Source: an optimization exercise on an open RTL-to-GDS flow (aim: small area, a short achievable clock period and few clock cycles per item). Production flows keep margins and buffers that such runs may drop.
Function was checked by simulation only, so behaviour that the tests miss may differ from the original.

Setup of cedar:
## vedic_mult_pipe
module vedic_mult_pipe #(
    parameter int WIDTH = 32
) (
    input  logic              clk,
    input  logic              rst_n,
    input  logic              in_valid,
    output logic              in_ready,
    input  logic [WIDTH-1:0]  in_a,
    input  logic [WIDTH-1:0]  in_b,
    input  logic              in_signed,
    output logic              out_valid,
    input  logic              out_ready,
    output logic [2*WIDTH-1:0] out_p,
    output logic              busy
);
    logic sgn;
    assign sgn = in_signed;
    logic v0, v1, vo, vk, rdy, busy_q;
    logic v0_d, v1_d, vo_d, vk_d;
    logic adv, ofree, take;
    logic [31:0] a0n;
    logic        xa0n;
    logic [16:0] bonen0;
    logic [15:0] btwon0, bneg0;
    logic [16:0] bone_d, btwo_d, bneg_d;
    logic [34:0] yb;       
    logic [167:0] cs1, cs_d;
    logic [63:0] po, pk, po_d;
    logic m1;
    logic pp2;
    logic m3;
    logic pp4;
    logic m5;
    logic pp6;
    logic m7;
    logic pp8;
    logic m9;
    logic pp10;
    logic m11;
    logic pp12;
    logic m13;
    logic pp14;
    logic m15;
    logic pp16;
    logic m17;
    logic pp18;
    logic m19;
    logic pp20;
    logic m21;
    logic pp22;
    logic m23;
    logic pp24;
    logic m25;
    logic pp26;
    logic m27;
    logic pp28;
    logic m29;
    logic pp30;
    logic m31;
    logic pp32;
    logic m33;
    logic pp34;
    logic m35;
    logic pp36;
    logic m37;
    logic pp38;
    logic m39;
    logic pp40;
    logic m41;
    logic pp42;
    logic m43;
    logic pp44;
    logic m45;
    logic pp46;
    logic m47;
    logic pp48;
    logic m49;
    logic pp50;
    logic m51;
    logic pp52;
    logic m53;
    logic pp54;
    logic m55;
    logic pp56;
    logic m57;
    logic pp58;
    logic m59;
    logic pp60;
    logic m61;
    logic pp62;
    logic m63;
    logic pp64;
    logic m65;
    logic pp66;
    logic m67;
    logic pp68;
    logic m69;
    logic pp70;
    logic m71;
    logic pp72;
    logic m73;
    logic pp74;
    logic m75;
    logic pp76;
    logic m77;
    logic pp78;
    logic m79;
    logic pp80;
    logic m81;
    logic pp82;
    logic m83;
    logic pp84;
    logic m85;
    logic pp86;
    logic m87;
    logic pp88;
    logic m89;
    logic pp90;
    logic m91;
    logic pp92;
  ...
Settings: LEC_CHECK=0, CAP_MARGIN=20, CORE_MARGIN=2, CORE_UTILIZATION=60, CTS_BUF_LIST=sky130_fd_sc_hd__clkbuf_8, PLACE_DENSITY=0.75, SLEW_MARGIN=20, SYNTH_HIERARCHICAL=1, TNS_END_PERCENT=0; clock period 11.0 ns.
standard.sh (not shown) runs the stock make flow with config.mk's settings and CLKGATE_MAP_FILE= SYNTH_SCRIPT=/design/flow/synth_recipe.tcl, a recipe that flattens the netlist after the stock synthesis.
==> flow/flow/run.sh <==
#!/bin/bash
# The standard layout (standard.sh), with two changes to how it is made:
# ports are buffered with buf_1, and ORFS's repair_timing aims for setup slack
# above zero (it repairs against the 11 ns clock the SDC gives).
export BUFFER_PORTS_ARGS="-buffer_cell sky130_fd_sc_hd__buf_1"
export SETUP_SLACK_MARGIN=7.35
bash standard.sh > standard.log 2>&1
cedar finished every stage and its layout cleared the timing, DRC and antenna checks.
Testbench counts of cedar, summed over its fixed seeds: cycles 16,024, items 16,000.
> inputs changed (cedar -> onyx)
Settings: TNS_END_PERCENT removed (was 0); GPL_TIMING_DRIVEN newly set to 1.
==> flow/flow/run.sh <==
#!/bin/bash
# The standard layout (standard.sh); the only change is that ports are
# buffered with buf_1 instead of the buffer buffer_ports picks by default.
export BUFFER_PORTS_ARGS="-buffer_cell sky130_fd_sc_hd__buf_1"
bash standard.sh > standard.log 2>&1
[summary]
onyx went all the way through synthesis, placement and routing and the layout is clean on timing, DRC and antenna.
cedar has completed all stages; timing, DRC and antenna checks passed.
Worst setup slack: onyx < cedar
Diff cedar -> onyx: number of global-route vias before repair increased 737, standard cell area after detailed placement held, fraction of cell area in non-clock buffers went down by 0.38 points.
[onyx vs cedar] part of the cycle the worst path needs: higher in onyx
onyx ends up with higher count of clock-buffer cells in the layout than cedar does.
Going from cedar to onyx, number of buffers other than clock buffers in the final layout shrinks by 3.
On onyx: slew at the pin with the worst max-slew slack is 10 ps higher than what cedar gave.
Final net count: onyx vs cedar — no meaningful difference
Count of fill cells added during filler insertion shrinks slightly when moving from cedar to onyx.
Setup changes, onyx to amber
Settings: an added CTS_CLUSTER_SIZE of 20; an added TNS_END_PERCENT of 0; a deleted GPL_TIMING_DRIVEN that had been 1.
==> flow/flow/run.sh <==
#!/bin/bash
# The standard layout (standard.sh), with two changes to how it is made:
# ports are buffered with buf_1, and ORFS's repair_timing aims for setup slack
# above zero (it repairs against the 11 ns clock the SDC gives).
export BUFFER_PORTS_ARGS="-buffer_cell sky130_fd_sc_hd__buf_1"
export SETUP_SLACK_MARGIN=7.9
bash standard.sh > standard.log 2>&1
--- outcome ---
Summary — count of clock buffers in the final design, amber relative to onyx: lower, by about 4%.
Compared with onyx, in amber share of cell area taken by multi-input logic gates down 1.2 points, number of buffers and inverters on the critical path shows an increase of 1, clock tree skew after final layout saw little to no change.
In the reports for amber and onyx, the smaller sequential share of layout area belongs to amber.
The met2 track utilization from global routing of amber exceeds that of onyx by 0.15 points.
[diff] via count, amber relative to onyx: regression
met3 capacity usage during global routing is higher on onyx
Setup slack: amber more than onyx
What zinc does differently from amber at the input level:
Settings: TNS_END_PERCENT no longer set, was 0; CTS_CLUSTER_SIZE no longer set, was 20.
==> flow/run.sh (new file) <==
#!/bin/bash
# synth_recipe.tcl (not shown) runs the flow's synth.tcl, then flattens the netlist and writes it again
# the make line also repeats each setting of config.mk as NAME=value (left out here)
make -C /OpenROAD-flow-scripts/flow DESIGN_CONFIG=/design/flow/config.mk WORK_HOME=/design/flow/orfs CLKGATE_MAP_FILE= SYNTH_SCRIPT=/design/flow/synth_recipe.tcl finish
removed: flow/flow/run.sh
removed: flow/standard.sh
Wire: zinc routes less than amber
In zinc the fraction of met1 tracks used by global routing turned out 0.88 points higher than in amber.
Going from amber to zinc, maximum clock rate shrank by a little under 10%.
zinc vs amber on total number of nets in the final design: zinc is the lower one.
zinc ended with more post-layout minimum cycle time than amber.
Sort zinc and amber by final period utilization asc -> top: amber
Here is what was changed in the inputs of tundra compared with zinc.
Settings: a deleted CTS_BUF_LIST that had been sky130_fd_sc_hd__clkbuf_8; a change of CORE_UTILIZATION from 60 to 45; a change of PLACE_DENSITY from 0.75 to 0.6.
## What came out
In tundra, critical path depth is higher than in zinc.
Going from zinc to tundra, multi-input gate area in the final layout comparable, average wire length per cell after detail routing now smaller, maximum level of the CTS H-tree now smaller, slack of the critical path now larger.
[compare] base=zinc new=tundra: final period utilization decreased 0.44 points, via count decreased 955, post-detailed-placement half-perimeter wirelength increased 2100 um.
Timing startpoint of the critical path: a0n[27]$_DFFE_PN_ -> zinc, cs1[119]$_DFFE_PN_ -> tundra
The all-layer global routing usage number comes out lower for tundra vs zinc.

static timing again, ports no longer ideal:
How much do the figures lean on ideal ports? The routed layouts below were timed once more, with nothing changed but the port constraints. Step 1 assumes that a clkbuf_16 drives the clock port and a buf_2 every other input. Step 2 adds t to the input delays and takes it off the output delays; t is the mean of the earliest and latest rising clock arrival at the registers after step 1. Input paths then give back, and output paths get back, about the clock's delay inside the block. Slacks: no drivers / after step 1 / after step 2; pairs: no drivers / after step 1.
run | t, ns | setup slack, ns | worst register clock-pin slew, ns | worst data-port slew with drivers (ns) | cell pins on the clock port's net
cedar | 0.728 | 7.315 / 7.315 / 7.315 | 0.07 / 0.07 | 0.04 | 1
onyx | 0.740 | 7.188 / 7.188 / 7.188 | 0.07 / 0.07 | 0.04 | 1
amber | 0.742 | 7.472 / 7.472 / 7.472 | 0.07 / 0.07 | 0.05 | 1
zinc | 0.711 | 7.092 / 7.092 / 7.092 | 0.08 / 0.08 | 0.05 | 1
tundra | 0.663 | 7.140 / 7.140 / 7.062 | 0.07 / 0.07 | 0.05 | 1
After both steps setup and hold are still met in every run listed. For tundra, which loses most, drivers alone change the setup slack by 0.000 ns; drivers and shift together by -0.078 ns.
